What follows belongs to an exercise in optimizing a design on an open flow for small area and a short achievable clock period; a production flow would make more cautious choices.
In this exercise RTL edits were held to simulation tests only and were not proved equivalent to the original.
Power figures rest on the tool's default switching activity, not on a simulated workload.

==> flow/design.v <==
package i2c_slave_pkg;
    localparam int unsigned ADDR_W = 7;
    typedef logic [7:0] byte_t;
endpackage
module i2c_byte_fifo (
    input  logic         clk,
    input  logic         rst_n,
    input  logic         wr_en_i,
    input  logic [7:0]   wdata_i,
    input  logic         rd_en_i,
    input  logic         flush_i,
    output logic [7:0]   rdata_o,
    output logic         rvalid_o,
    output logic [8:0]   count_o,
    output logic         empty_o,
    output logic         full_o,
    output logic         ovf_o,
    output logic         udf_o
);
    logic [31:0]   wcoln_q, wcoln_d;         
    logic [7:0]    wrown_q, wrown_d;         
    logic [31:0]   fcol_q, fcol_d;           
    logic [7:0]    frow_q, frow_d;           
    logic          fetch_q, fetch_d;         
    logic [63:0]   part_q, part_d;           
    logic [7:0]    prow_q;                   
    logic [1:0]    qn_q, qn_d;               
    logic [7:0]    q0_q, q1_q, q0_d, q1_d;
    logic [8:0]    count_q, count_d;
    logic          empty_q, empty_d, full;
    logic [7:0]    rdata_q, rdata_d;
    logic          rvalid_q, ovf_q, ovf_d, udf_q, udf_d;
    logic [2047:0] mem_q;
    logic       push, pop, cnt_is1, ram_nz, bypass, to_ram, issue, full2, room;
    logic [1:0] qa, qnf;
    logic [7:0] fbyte;
    logic [8:0] cnt_inc, cnt_dec;
    assign cnt_inc = count_q + 9'd1;
    assign cnt_dec = count_q - 9'd1;
    assign full    = count_q[8];
    assign cnt_is1 = (count_q == 9'd1);
    assign pop     = rd_en_i & ~empty_q & ~flush_i;
    assign push    = wr_en_i & (~full | pop) & ~flush_i;
    assign ram_nz = (count_q != {7'd0, qnf});
    assign qnf    = qn_q + {1'b0, fetch_q};
    assign full2  = (qnf == 2'd2);
    assign room   = ~full2 | pop;
    assign qa     = qn_q - {1'b0, pop};
    assign bypass = push & ~ram_nz & room;
    assign to_ram = push & (ram_nz | ~room);
    assign issue  = ram_nz & room;
    always_comb begin
        fbyte = '0;
        for (int r = 0; r < 8; r++) begin
            fbyte = fbyte | (part_q[r*8 +: 8] & {8{prow_q[r]}});
        end
    end
    always_comb begin
        logic [7:0] grp;
        for (int r = 0; r < 8; r++) begin
            grp = '0;
            for (int c = 0; c < 32; c++) begin
                grp = grp | (mem_q[(32*r+c)*8 +: 8] & {8{fcol_q[c]}});
            end
            part_d[r*8 +: 8] = grp;
        end
    end
    always_comb begin
        logic [7:0] nx0;
        nx0 = fetch_q ? fbyte : wdata_i;
        case (qa)
            2'd0: begin q0_d = nx0;                   q1_d = wdata_i; end
            2'd1: begin q0_d = pop ? q1_q : q0_q;     q1_d = nx0;     end
            default: begin q0_d = q0_q;               q1_d = q1_q;    end
        endcase
    end
    always_comb begin
        wcoln_d = wcoln_q;
        wrown_d = wrown_q;
        fcol_d  = fcol_q;
        frow_d  = frow_q;
        fetch_d = 1'b0;
        qn_d    = qn_q;
        count_d = count_q;
        empty_d = empty_q;
        ovf_d   = ovf_q;
        udf_d   = udf_q;
        if (flush_i) begin
            wcoln_d = ~32'd1;
            wrown_d = ~8'd1;
            fcol_d  = 32'd1;
            frow_d  = 8'd1;
            qn_d    = '0;
            count_d = '0;
            empty_d = 1'b1;
            ovf_d   = 1'b0;
            udf_d   = 1'b0;
        end else begin
            qn_d = qnf - {1'b0, pop} + {1'b0, bypass};
            if (to_ram) begin
                wcoln_d = {wcoln_q[30:0], wcoln_q[31]};
                if (!wcoln_q[31]) wrown_d = {wrown_q[6:0], wrown_q[7]};
            end
            if (issue) begin
                fetch_d = 1'b1;
                fcol_d  = {fcol_q[30:0], fcol_q[31]};
                if (fcol_q[31]) frow_d = {frow_q[6:0], frow_q[7]};
            end
            count_d = ({9{push & ~pop}} & cnt_inc) | ({9{pop & ~push}} & cnt_dec) |
                      ({9{~(push ^ pop)}} & count_q);
            if (push && !pop) begin
                empty_d = 1'b0;
            end else if (pop && !push) begin
                empty_d = cnt_is1;
            end
            if (rd_en_i && empty_q) udf_d = 1'b1;
            if (wr_en_i && !push)   ovf_d = 1'b1;
        end
    end
    assign rdata_d = pop ? q0_q : rdata_q;
    always_ff @(posedge clk or negedge rst_n) begin
        if (!rst_n) begin
            wcoln_q  <= ~32'd1;
            wrown_q  <= ~8'd1;
            fcol_q   <= 32'd1;
            frow_q   <= 8'd1;
            fetch_q  <= 1'b0;
            qn_q     <= '0;
            count_q  <= '0;
            empty_q  <= 1'b1;
            rdata_q  <= '0;
            rvalid_q <= 1'b0;
            ovf_q    <= 1'b0;
            udf_q    <= 1'b0;
        end else begin
            wcoln_q  <= wcoln_d;
            wrown_q  <= wrown_d;
            fcol_q   <= fcol_d;
            frow_q   <= frow_d;
            fetch_q  <= fetch_d;
            qn_q     <= qn_d;
            count_q  <= count_d;
            empty_q  <= empty_d;
            rdata_q  <= rdata_d;
            rvalid_q <= pop;
            ovf_q    <= ovf_d;
            udf_q    <= udf_d;
        end
    end
    always_ff @(posedge clk) begin
        part_q <= part_d;
        prow_q <= frow_q;
        q0_q   <= q0_d;
        q1_q   <= q1_d;
    end
    always_ff @(posedge clk) begin
        for (int r = 0; r < 8; r++) begin
            for (int c = 0; c < 32; c++) begin
                if (!(wrown_q[r] || wcoln_q[c])) mem_q[(32*r+c)*8 +: 8] <= wdata_i;
            end
        end
    end
    assign rdata_o  = rdata_q;
    assign rvalid_o = rvalid_q;
    assign count_o  = count_q;
    assign empty_o  = empty_q;
    assign full_o   = full;
    assign ovf_o    = ovf_q;
    assign udf_o    = udf_q;
endmodule
module i2c_slave_intf
#(
    parameter int unsigned G_SLAVE_I2C_FIFO_WIDTH = 256,
    parameter logic [6:0]  G_SLAVE_ADDR_RST       = 7'h00,
    localparam int unsigned W                     = $clog2(G_SLAVE_I2C_FIFO_WIDTH)
) (
    input  logic         clk,
    input  logic         rst_n,
    input  logic         addr_wr_i,
    input  logic [6:0]   addr_wdata_i,
    output logic [6:0]   slave_addr_o,
    input  logic         rx_wr_en_i,
    input  logic [7:0]   rx_wdata_i,
    input  logic         rx_rd_en_i,
    output logic [7:0]   rx_rdata_o,
    output logic         rx_rvalid_o,
    input  logic         rx_flush_i,
    output logic [W:0]   rx_count_o,
    output logic         rx_empty_o,
    output logic         rx_full_o,
    output logic         rx_ovf_o,
    output logic         rx_udf_o,
    input  logic         tx_wr_en_i,
    input  logic [7:0]   tx_wdata_i,
    input  logic         tx_rd_en_i,
    output logic [7:0]   tx_rdata_o,
    output logic         tx_rvalid_o,
    input  logic         tx_flush_i,
    output logic [W:0]   tx_count_o,
    output logic         tx_empty_o,
    output logic         tx_full_o,
    output logic         tx_ovf_o,
    output logic         tx_udf_o
);
    logic [6:0] slave_addr_q;
    always_ff @(posedge clk or negedge rst_n) begin
        if (!rst_n) begin
            slave_addr_q <= G_SLAVE_ADDR_RST;
        end else if (addr_wr_i) begin
            slave_addr_q <= addr_wdata_i;
        end
    end
    assign slave_addr_o = slave_addr_q;
    i2c_byte_fifo u_rx_fifo (
        .clk      (clk),
        .rst_n    (rst_n),
        .wr_en_i  (rx_wr_en_i),
        .wdata_i  (rx_wdata_i),
        .rd_en_i  (rx_rd_en_i),
        .flush_i  (rx_flush_i),
        .rdata_o  (rx_rdata_o),
        .rvalid_o (rx_rvalid_o),
        .count_o  (rx_count_o),
        .empty_o  (rx_empty_o),
        .full_o   (rx_full_o),
        .ovf_o    (rx_ovf_o),
        .udf_o    (rx_udf_o)
    );
    i2c_byte_fifo u_tx_fifo (
        .clk      (clk),
        .rst_n    (rst_n),
        .wr_en_i  (tx_wr_en_i),
        .wdata_i  (tx_wdata_i),
        .rd_en_i  (tx_rd_en_i),
        .flush_i  (tx_flush_i),
        .rdata_o  (tx_rdata_o),
        .rvalid_o (tx_rvalid_o),
        .count_o  (tx_count_o),
        .empty_o  (tx_empty_o),
        .full_o   (tx_full_o),
        .ovf_o    (tx_ovf_o),
        .udf_o    (tx_udf_o)
    );
endmodule
==> flow/run.sh <==
#!/bin/bash
# synth_recipe.tcl (not shown) runs the flow's synth.tcl, then flattens the netlist and writes it again
# the make line also repeats each setting of config.mk as NAME=value (left out here)
make -C /OpenROAD-flow-scripts/flow DESIGN_CONFIG=/design/flow/config.mk WORK_HOME=/design/flow/orfs CLKGATE_MAP_FILE= SYNTH_SCRIPT=/design/flow/synth_recipe.tcl finish
==> flow/config.mk <==
export PLATFORM = sky130hd
export DESIGN_NAME = i2c_slave_intf
export DESIGN_NICKNAME = i2c_slave_intf
export VERILOG_FILES = /design/flow/design.v
export SDC_FILE = /design/flow/constraint.sdc
export NUM_CORES = 4
export LEC_CHECK = 0
export CAP_MARGIN = 20
export CORE_MARGIN = 2
export CORE_UTILIZATION = 60
export CTS_CLUSTER_DIAMETER = 120
export CTS_CLUSTER_SIZE = 28
export PLACE_DENSITY = 0.72
export SETUP_SLACK_MARGIN = 2.9
export SLEW_MARGIN = 20
==> flow/constraint.sdc <==
create_clock -name core_clock -period 5.5 [get_ports {clk}]
set_input_delay 1.1000 -clock core_clock [delete_from_list [all_inputs] [get_ports {clk}]]
set_output_delay 1.1000 -clock core_clock [all_outputs]
set_load 0.01 [all_outputs]
==> flow_summary.ini, run 1 <==
[outcome]
run_status = complete, no violations

[pwr]
p_sw_frac = 0.253
irDropWorstVdd_mv = 0.274
p_switching_w = 0.0157
leakage_nw = 52.3
sequentialPowerShare = 0.642
pwr-share-clk = 0.268
cell_internal_pwr_w = 0.0465
comb_power_share = 0.091
powerDensity_nw_per_um2 = 359

[placement]
portBuffers = 82
place_congestion = 0.942
dpl-instance-area_sq_um = 166000
detailed_place_hpwl_microns = 293000
placed_cells = 12300

[final_layout]
stdcell_count = 12800
layout_commonest_cell = sky130_fd_sc_hd__edfxtp_1
regArea_sq_um = 133000
post-route-cell-area_sq_um = 173000
layout-drive-gt1-share = 0.0970
flow.area_growth_from_synthesis_pct = 7.29
most-common-layout-cells = sky130_fd_sc_hd__edfxtp_1, sky130_fd_sc_hd__a22oi_1, sky130_fd_sc_hd__nor2_1, sky130_fd_sc_hd__nand4_1, sky130_fd_sc_hd__buf_4
final.fill_count = 17700
multiInputGateArea_sq_um = 27000
fin_nets = 9079

[clock_tree]
cts-root-buf = sky130_fd_sc_hd__clkbuf_16
clock_sinks = 4487
worst_setup_hold_path_clk_slew_ns = 0.12
cts_hold_repair.buffers = 0
clkLatencyLatePin_ns = 0.96
tritoncts = built
numCtsBuffers = 186
htreeDepth = 4
ctsLongestPathBuffers = 4

[die]
start_util = 0.603
design.core.area_sq_um = 268000
placementRows = 190
io-pin-count = 83
fp.dieArea_sq_um = 273000
die_w_microns = 523
die_y_microns = 523

[synthesis]
postSynthAreaPerCell_sq_um = 17.6
synth-seq-area-share = 0.819
synth_cell_types = 64
postSynthNetCount = 9200
post_synth_instance_area_sq_um = 162000
synth_enable_flop_cells = 4128
synth_warnings = 2
postSynth.topFlopCell = sky130_fd_sc_hd__edfxtp_1
async_s_r_ff_share_synth = 0.0479
synthesis.instances = 9152
synth.ff_latch_count = 4487

[timing]
grt_setup_unrepaired = yes
maxClockFrequency_mhz = 359
final-hold-violation-count = 0
number_of_pins_exceeding_their_max_slew_limit_in_the_final_report = 0
final_sum_of_negative_setup_slack_ns = 0
period_needed_ns = 2.78
finalSetupViolations = 0
slew_at_the_pin_closest_to_its_max_slew_limit_ns = 1.31
fin_worst_skew_ns = 0.0499
max-slew-margin-rel = 0.124
min_period_over_period = 0.506

[detailed_routing]
detailedRoute.firstIterationViolations = 20700
vias_per_cell = 7.74
drt-pass1-iter-count = 7
vias = 98900
number_of_remaining_drc_errors = 0
post_drt_wl_per_cell_microns = 41.9
drt-total-wl_microns = 536000
antenna_left = 0

[global_route]
antenna_found_initial = 28
grtUsageTotal = 0.379
largest_net_degree_at_the_start_of_global_routing = 173
gr-total-overflow = 0
grt_pass1_wl_microns = 716000
vias_in_the_first_global_route = 90800

[hold_path]
worstHoldPathType = in2async

[critical_path]
critPathCaptureType = output pin
critPathRequiredTime_ns = 4.40
critical_path_class = reg2out
worst_path_max_delay_cell = sky130_fd_sc_hd__dfstp_2
critical_path_arrival_ns = 1.68
critPathTopFamily = flip-flops
worstSetupStartpointType = register
cpPeakStageDelay_ns = 0.59
critical_path_peak_fanout = 2
critPathBufInv = 1
worstPathCellList = buf_6

[flow_run]
max-cap-violations = 0
[metal layers]
| layer | part of all wire | GRT usage | vias to the layer above |
|---|---|---|---|
| met4 | 0.051 | 0.159 | 34 |
| met1 | 0.33 | 0.526 | 49500 |
| met3 | 0.19 | 0.153 | 1780 |
| met2 | 0.43 | 0.534 | 10300 |
| met5 | 0.0012 | 0.00537 | - |
| li1 | - | - | 37200 |
[path summary, 6_finish.rpt]
path,slack (ns),end,depth (start not counted),start
max,2.72,rx_empty_o,1,u_rx_fifo.empty_q$_DFFE_PN1P_
min,0.08,u_tx_fifo.udf_q$_DFFE_PN0P_,1,rst_n
max reg2reg,2.79,u_tx_fifo.part_q[52]$_DFF_P_,4,u_tx_fifo.fcol_q[18]$_DFFE_PN0P_
min reg2reg,0.39,u_rx_fifo.prow_q[1]$_DFF_P_,0,u_rx_fifo.frow_q[1]$_DFFE_PN0P_
max in group asynchronous,4.03,u_rx_fifo.fcol_q[13]$_DFFE_PN0P_,2,rst_n
min in group core_clock,0.39,u_rx_fifo.prow_q[1]$_DFF_P_,0,u_rx_fifo.frow_q[1]$_DFFE_PN0P_
[cells in the mapped netlist (all sizes together) (14+ instances only)]
| master | count | area (sq um) |
|---|---|---|
| nand2b | 31 | 194 |
| dfxtp | 144 | 2880 |
| nand2 | 101 | 379 |
| edfxtp | 4128 | 124000 |
| a22oi | 2080 | 15600 |
| nand4 | 516 | 3250 |
| o21ai | 57 | 285 |
| mux2i | 42 | 420 |
| a221oi | 21 | 184 |
| ha | 16 | 200 |
| nor3 | 19 | 128 |
| nor2 | 631 | 2370 |
| inv | 22 | 82.6 |
| clkbuf | 470 | 1760 |
| a41o | 17 | 170 |
| a211oi | 60 | 450 |
| dfstp | 82 | 2150 |
| a22o | 78 | 683 |
| a21oi | 73 | 373 |
| or4 | 130 | 976 |
| buf | 209 | 871 |
| a31oi | 14 | 87.6 |
| dfrtp | 133 | 3330 |
[cell type report]
type | count | area share
Clock buffer | 330 | 0.0302
Inverter | 23 | 0.000643
Sequential cell | 4487 | 0.765
Clock inverter | 5 | 0.000354
Tap cell | 3552 | 0.0256
Multi-Input combinational cell | 3965 | 0.156
Timing Repair Buffer | 368 | 0.0217
Antenna cell | 39 | 0.000563
[power by group through the flow]
stage	Sequential [W]	Combinational, W	Clock [W]
CTS	0.0397	0.00519	0.0165
finish	0.0399	0.00564	0.0167
floorplan	0.0392	0.00288	0
global route	0.0398	0.00576	0.0175
detailed placement	0.0405	0.00487	0
global placement	0.0405	0.00475	0
[sequential cells by signal, indices dropped and copies added, names as in the netlist, 32 cells and up]
register,flops
u_rx_fifo.fcol_q,32
u_tx_fifo.wcoln_q,32
u_rx_fifo.part_q,64
u_tx_fifo.part_q,64
u_tx_fifo.fcol_q,32
u_rx_fifo.mem_q,2048
u_tx_fifo.mem_q,2048
u_rx_fifo.wcoln_q,32
[metrics by stage]
| step | util | hold WS, ns | total power [W] | setup slack [ns] |
|---|---|---|---|---|
| 5_1_grt | 0.647 | 0.0851 | 0.0631 | 2.71 |
| 3_5_place_dp | 0.621 | 0.363 | 0.0454 | 1.56 |
| 3_3_place_gp | 0.620 | 0.359 | 0.0453 | 1.44 |
| 4_1_cts | 0.643 | 0.0705 | 0.0614 | 2.64 |
| 6_report | 0.647 | 0.0780 | 0.0622 | 2.72 |
| 2_1_floorplan | - | 0.348 | 0.0420 | 2.66 |
[what timing repair did]
action / CTS / global route
setup buffers: 40 / 31
endpoints found under the hold margin: 0 / 0
endpoints found under the setup margin: 257 / 233
gates resized for setup: 342 / 30
pin swaps: 2 / 6
cloned: 0 / 2
[kinds of logic (layout without fill, tap and decap cells)]
logic type	Yosys count	count (layout)	share of synthesized area
flip-flops	4487	4487	0.819
adder cells (fa/ha/maj)	16	16	0.00124
XOR/XNOR	13	13	0.000875
multiplexers	49	49	0.00309
buffers and inverters	702	726	0.0168
AND/OR/NAND/NOR	1459	1460	0.0467
other	0	39	0
AO/OA/AOI/OAI	2426	2427	0.112
==> inputs of run 2 (changes only) <==
--- a/flow/config.mk
+++ b/flow/config.mk
@@ -11,5 +11,5 @@
 export CTS_CLUSTER_DIAMETER = 120
 export CTS_CLUSTER_SIZE = 28
 export PLACE_DENSITY = 0.72
-export SETUP_SLACK_MARGIN = 2.9
+export SETUP_SLACK_MARGIN = 3.1
 export SLEW_MARGIN = 20
==> run 2 against run 1 <==
Clock power about the same. Still clean. First-iteration DRC count rose by 3.6%. Total power grew 0.69%. Largest power group unchanged. Final area is 1.2% higher. Maximum frequency up 1.8%. Setup slack improved by 0.050 ns. Combinational power rose by 18%. Global-route usage is 1.5 points higher. Die area stayed put. Wire length rose by 3.5%. Sequential cell count did not move. Sequential power shrank 1%.
==> flow_summary.ini, run 2 <==
[placement]
dpl-instance-area_sq_um = 166000
portBuffers = 82
pre_cts_ws_ns = 1.52
detailed_place_hpwl_microns = 292000
place_congestion = 0.937

[synthesis]
synth-seq-area-share = 0.819
synth.most_common_cell = sky130_fd_sc_hd__edfxtp_1
post_synth_instance_area_sq_um = 162000
postSynthAreaPerCell_sq_um = 17.6
synth_enable_flop_cells = 4128
synth_warnings = 2
synth_top_area_share = 0.767
postSynthNetCount = 9200
postSynth.topFlopCell = sky130_fd_sc_hd__edfxtp_1
synth_top_cells_by_area = sky130_fd_sc_hd__edfxtp_1, sky130_fd_sc_hd__a22oi_1, sky130_fd_sc_hd__dfrtp_1
async_s_r_ff_share_synth = 0.0479
synth.ff_latch_count = 4487
synthesis.instances = 9152
synth_cell_types = 64
synthDominantAreaCellType = sky130_fd_sc_hd__edfxtp_1
synth.top_cells.by_count = sky130_fd_sc_hd__edfxtp_1, sky130_fd_sc_hd__a22oi_1, sky130_fd_sc_hd__nor2_1

[detailed_routing]
number_of_remaining_drc_errors = 0
detailedRoute.firstIterationViolations = 21500
drt-total-wl_microns = 554000
vias_per_cell = 7.77
vias = 100000
drt-pass1-iter-count = 9
antenna_left = 0
post_drt_wl_per_cell_microns = 43.0

[timing]
min_period_over_period = 0.497
fin_hold_ws_ns = 0.396
grt_setup_unrepaired = yes
number_of_pins_exceeding_their_max_slew_limit_in_the_final_report = 0
finalSetupViolations = 0
maxClockFrequency_mhz = 366
max-slew-margin-rel = 0.127
final-hold-violation-count = 0
final_sum_of_negative_setup_slack_ns = 0
final_critical_path_setup_slack_ns = 2.77
period_needed_ns = 2.73
slew_at_the_pin_closest_to_its_max_slew_limit_ns = 1.30
fin_worst_skew_ns = 0.0505

[final_layout]
layout-drive-gt1-share = 0.115
largestRegisters = u_rx_fifo.mem_q (2048), u_tx_fifo.mem_q (2048)
layout_commonest_cell = sky130_fd_sc_hd__edfxtp_1
flow.area_growth_from_synthesis_pct = 8.57
final.fill_count = 17500
most-common-layout-cells = sky130_fd_sc_hd__edfxtp_1, sky130_fd_sc_hd__a22oi_1, sky130_fd_sc_hd__nand4_1, sky130_fd_sc_hd__nor2_1, sky130_fd_sc_hd__buf_4
fin_nets = 9231
postLayoutCoreUtil = 0.655
post-route-cell-area_sq_um = 175000

[critical_path]
rr_startpoint = u_rx_fifo.fcol_q[27]$_DFFE_PN0P_
critPathTopFamily = flip-flops
critical_path_peak_fanout = 2
worstPathCellList = buf_6
worstSetupStartpointType = register
critical_path_arrival_ns = 1.63
critical_path_class = reg2out
reg2reg_depth = 4
worst_path_max_delay_cell = sky130_fd_sc_hd__dfstp_2
critPathBufInv = 1
critPathCaptureType = output pin
critPathRequiredTime_ns = 4.40
timing.critical_path.from = u_rx_fifo.empty_q$_DFFE_PN1P_
cp.depth = 1
cpPeakStageDelay_ns = 0.59

[hold_path]
worstHoldPathCells = 0
worstHoldPathType = reg2reg
timing.hold.worst.start = u_rx_fifo.frow_q[4]$_DFFE_PN0P_

[die]
die_w_microns = 523
fp.dieArea_sq_um = 273000
start_util = 0.603
design.core.area_sq_um = 268000
placementRows = 190
io-pin-count = 83
die_y_microns = 523

[global_route]
antenna_found_initial = 41
gr-usage-met2 = 0.587
grt_use_met1 = 0.502
largest_net_degree_at_the_start_of_global_routing = 161
grt.busiest_layer = met2
grt_pass1_wl_microns = 738000
gr-usage-met3 = 0.119
grtUsageTotal = 0.394
vias_in_the_first_global_route = 92100
gr-total-overflow = 0

[pwr]
irDropWorstVdd_mv = 0.321
p_sw_frac = 0.253
comb_power_share = 0.106
p_switching_w = 0.0158
leakage_nw = 53.3
sequentialPowerShare = 0.629
cell_internal_pwr_w = 0.0468
powerDensity_nw_per_um2 = 357
pwr-share-clk = 0.266

[clock_tree]
tritoncts = built
clock_sinks = 4487
ctsLongestPathBuffers = 4
numCtsBuffers = 186
clkLatencyLatePin_ns = 0.96
cts-root-buf = sky130_fd_sc_hd__clkbuf_16
htreeDepth = 4
worst_setup_hold_path_clk_slew_ns = 0.12

[outcome]
run_status = complete, no violations

[flow_run]
max-cap-violations = 0
-- run 2: cell counts after synthesis --
Identical to the previous run, type by type.
-- run 2: power by group through the flow --
stage	sequential [W]	combinational, W	clock, W
after floorplan	0.0392	0.00298	0
after global placement	0.0403	0.00489	0
after detailed placement	0.0403	0.00503	0
after CTS	0.0394	0.00587	0.0164
after global routing	0.0393	0.00669	0.0175
final	0.0394	0.00663	0.0166
-- run 2: cells by family (layout without fill, tap and decap cells) --
family / Yosys count / after routing / synth area share
compound gates: 2426 / 2430 / 0.112
xor+xnor: 13 / 13 / 0.000875
fa+ha+maj: 16 / 16 / 0.00124
buf+inv: 702 / 865 / 0.0168
flops: 4487 / 4487 / 0.819
mux: 49 / 49 / 0.00309
other cells: 0 / 14 / 0
simple gates: 1459 / 1465 / 0.0467
-- run 2: final cells by class --
type,count,area [sq um],area share
sequential,4487,133000,0.756
clock buffer,326,5220,0.0298
clock inverter,4,63.8,0.000364
timing repair buffer,512,5560,0.0317
antenna,14,35.0,0.000200
multi-input combinational,3973,27300,0.156
inverter,23,139,0.000792
tap,3552,4440,0.0253
-- run 2: timing repair --
action | 4_1_cts | 5_1_grt
pin swaps | 16 | 12
setup buffers | 124 | 97
setup endpoints to repair | 388 | 223
cloned | 5 | 5
hold buffers | 0 | 1
gates resized for setup | 374 | 63
hold endpoints to repair | 0 | 6
-- run 2: worst reg2reg max path: stages (launching register included) --
cell and delay (ns):
sky130_fd_sc_hd__dfrtp_4 0.74, sky130_fd_sc_hd__buf_6 0.38, sky130_fd_sc_hd__a22oi_1 0.29, sky130_fd_sc_hd__nand4_1 0.30
sky130_fd_sc_hd__or4_1 0.67
-- run 2: final timing paths --
| kind | endpoint | slack (ns) |
|---|---|---|
| min in group asynchronous | u_tx_fifo.count_q[3]$_DFF_PN0_ | 0.59 |
| max in group asynchronous | u_rx_fifo.fcol_q[17]$_DFFE_PN0P_ | 4.07 |
| min | u_rx_fifo.prow_q[4]$_DFF_P_ | 0.40 |
| min reg2reg | u_rx_fifo.prow_q[4]$_DFF_P_ | 0.40 |
| max reg2reg | u_rx_fifo.part_q[11]$_DFF_P_ | 2.98 |
| max | rx_empty_o | 2.77 |
-- run 2: metal layers --
metal | part of all wire | wire, microns
met2 | 0.44 | 244000
met3 | 0.16 | 90700
met4 | 0.087 | 48000
met1 | 0.31 | 171000
met5 | 0.00063 | 347
-- run 2: metrics by stage --
step / total power (W) / std cells
2_1_floorplan: 0.0421 / 9152
3_3_place_gp: 0.0452 / 12300
3_5_place_dp: 0.0453 / 12300
4_1_cts: 0.0617 / 12800
5_1_grt: 0.0635 / 12900
6_report: 0.0627 / 12900

==> what the ideal ports hide <==
No port has a modelled driver above. Below, the same layouts with a new extraction and two added sets of constraints.
Step 1, drivers: a clkbuf_16 drives clk and a buf_2 each remaining input, both assumed.
Step 2 adds t to the input delays and takes it off the output delays; t is the mean of the earliest and latest rising clock arrival at the registers after step 1. Input paths then give back, and output paths get back, about the clock's delay inside the block.
Slacks: ideal ports / drivers / drivers and shift; pairs: ideal ports / drivers.
run	t (ns)	slack for setup (ns)	pins driven straight from the clock port
run 1	1.029	2.718 / 2.619 / 1.903	1
run 2	1.036	2.768 / 2.663 / 2.134	1
After both steps setup and hold are still met in every run listed. The setup slack of run 1, which loses most, moves by -0.099 ns with the drivers and by -0.815 ns with both steps.
